What follows belongs to an exercise in optimizing a design on an open flow for small area, a short achievable clock period and few clock cycles per item; a production flow would make more cautious choices. Only simulation tests tie the RTL to the original design; equivalence was not proved. No activity file was given, so power comes from the tool's default toggle rates.

Design target_track_hysteresis_filter, start of the top module:
module target_track_hysteresis_filter
(
    input  logic                    i_clk,
    input  logic                    i_rst_n,
    input  logic                    i_in_valid,
    output logic                    o_in_ready,
    input  logic                    i_box_present,
    input  logic [ID_W-1:0]         i_box_id,
    input  logic signed [POS_W-1:0] i_pos_x,
    input  logic signed [POS_W-1:0] i_pos_y,
    input  logic signed [POS_W-1:0] i_pos_z,
    input  logic                    i_frame_last,
    output logic                    o_out_valid,
    input  logic                    i_out_ready,
    output logic [1:0]              o_target_mode,
    output logic [ID_W-1:0]         o_target_id,
    output logic signed [POS_W-1:0] o_target_x,
    output logic signed [POS_W-1:0] o_target_y,
    output logic signed [POS_W-1:0] o_target_z,
    output logic                    o_position_stable,
    input  logic                    i_cfg_valid,
    output logic                    o_cfg_ready,
    input  logic [1:0]              i_cfg_index,
    input  logic [THR_W-1:0]        i_cfg_data
);
clock: 8.0 ns
lec_check: 0
cap_margin: 20
core_margin: 2
core_utilization: 50
setup_slack_margin: 1.5
slew_margin: 20
run.sh (not shown) runs the stock make flow with config.mk's settings and CLKGATE_MAP_FILE= SYNTH_SCRIPT=/design/flow/synth_recipe.tcl, a recipe that flattens the netlist after the stock synthesis.
Testbench counts at the start, summed over its fixed seeds: cycles 8,621, frames 3,200.
Then changed:
Settings changed: CORE_UTILIZATION 50 to 55, SETUP_SLACK_MARGIN 1.5 to 3.5.
Outcome: Core utilization rose by 9.3 points. Cell area rose by 4.9%. Fmax rose by 2.5%. Flip-flop and latch count does not change. Die area fell by 9.0%. Non-clock buffer count rose by 85. First-iteration DRC count fell by 3.3%. Worst hold slack is about the same.
Then changed:
Settings changed: CAP_MARGIN 20 to 10, CORE_UTILIZATION 55 to 50, SETUP_SLACK_MARGIN 3.5 to 2.5, SLEW_MARGIN 20 to 10.
=> The changed run ran to the end with no violations; wire length drops by a few percent; synthesized area is unchanged; worst setup slack is better by 0.084 ns; die area climbs by roughly a tenth; combinational power is about the same; via count drops slightly; worst hold slack hardly moves; cell count climbs by a few percent.

---

run A:
target_track_hysteresis_filter, a different RTL version from the one above (not shown whole).
Size in the first run: about 4000 cells after synthesis, about 440 flip-flops, about 160 I/O pins, roughly 37000 µm² of cells after synthesis.
make LEC_CHECK=0 CAP_MARGIN=20 CORE_MARGIN=2 CORE_UTILIZATION=55 SETUP_SLACK_MARGIN=2.5 SLEW_MARGIN=20 finish   # period 8.0 ns
Testbench counts of run A, summed over its fixed seeds: cycles 8,894, frames 3,200.
> inputs changed (run A -> run B)
- CORE_UTILIZATION changed from 55 to 50
- SETUP_SLACK_MARGIN changed from 2.5 to 1.0
## What came out
Summary — fraction of area in registers, run B relative to run A: higher, by 2.1 points. Routed wire in run B totals less than in run A. [run B vs run A] final clock period utilization by the worst path: higher in run B. Run B: setup slack after placement 0.35 ns below run A. The total power in run A is 1.16 times that in run B. Between run A and run B, post-route cell area is higher for run A, run B comes in under that. Run B ends up with a worst hold slack that is 0.0039 ns lower than in run A. The faster design of the two is run A; run B tops out lower.
## Diff of input files: run C against run B
- a change of SETUP_SLACK_MARGIN from 1.0 to 2.0
Results
Between run C and run B, it is run C whose global-route usage is higher, by 2.2 points.
Compared to run B, run C has power share of the clock group 1.2 points lower.
Relative to run B, count of plain and timing-repair buffers in the layout increased by 74% in run C.
Going from run B to run C, final design instance area without fill grew by a little under 10%.

---

## oak
Starting RTL as in the previous note.
==> flow/config.mk <==
export PLATFORM = sky130hd
export DESIGN_NAME = target_track_hysteresis_filter
export DESIGN_NICKNAME = target_track_hysteresis_filter
export VERILOG_FILES = /design/flow/design.v
export SDC_FILE = /design/flow/constraint.sdc
export NUM_CORES = 4
export LEC_CHECK = 0
export CAP_MARGIN = 20
export CORE_MARGIN = 2
export CORE_UTILIZATION = 55
export SETUP_SLACK_MARGIN = 3.5
export SLEW_MARGIN = 20
==> flow/constraint.sdc <==
create_clock -name core_clock -period 8.0 [get_ports {i_clk}]
set_input_delay 1.6000 -clock core_clock [delete_from_list [all_inputs] [get_ports {i_clk}]]
set_output_delay 1.6000 -clock core_clock [all_outputs]
set_load 0.01 [all_outputs]
Testbench counts of oak, summed over its fixed seeds: cycles 8,894, frames 3,200.
Input changes introduced in birch (baseline for comparison: oak):
- SETUP_SLACK_MARGIN: 3.5 -> 1.5
- CORE_UTILIZATION: 55 -> 50
### Flow results
Compared with oak, birch shows worst slack after detailed placement lower by 0.15 ns. birch vs. oak: area of the core higher, final hold slack lower, final instance area lower.

separate check: timing with driven ports:
How much do the figures lean on ideal ports? The routed layouts below were timed once more, with nothing changed but the port constraints.
Step 1, drivers: a clkbuf_16 drives i_clk and a buf_2 each remaining input, both assumed.
Step 2 also shifts input and output timing later by t, the mid clock arrival at the registers, as if the neighbouring blocks saw the same clock.
Three values: ideal ports, drivers, drivers and shift; two values: the first two.
run | t (ns) | setup slack, ns | worst slew at a driven data input, ns | pins driven straight from the clock port
the first run of note 1 | 0.710 | 1.394 / 1.394 / 0.962 | 0.06 | 1
the second run of note 1 | 0.714 | 1.556 / 1.556 / 0.903 | 0.05 | 1
the third run of note 1 | 0.701 | 1.640 / 1.640 / 1.098 | 0.06 | 1
run A | 0.704 | 1.583 / 1.583 / 1.063 | 0.11 | 1
run B | 0.676 | 1.311 / 1.336 / 0.680 | 0.08 | 1
run C | 0.693 | 1.609 / 1.609 / 1.045 | 0.09 | 1
oak | 0.680 | 1.668 / 1.686 / 1.031 | 0.08 | 1
birch | 0.671 | 1.637 / 1.637 / 1.074 | 0.07 | 1
After both steps setup and hold are still met in every run listed. For the second run of note 1, which loses most, drivers alone change the setup slack by 0.000 ns; drivers and shift together by -0.653 ns.
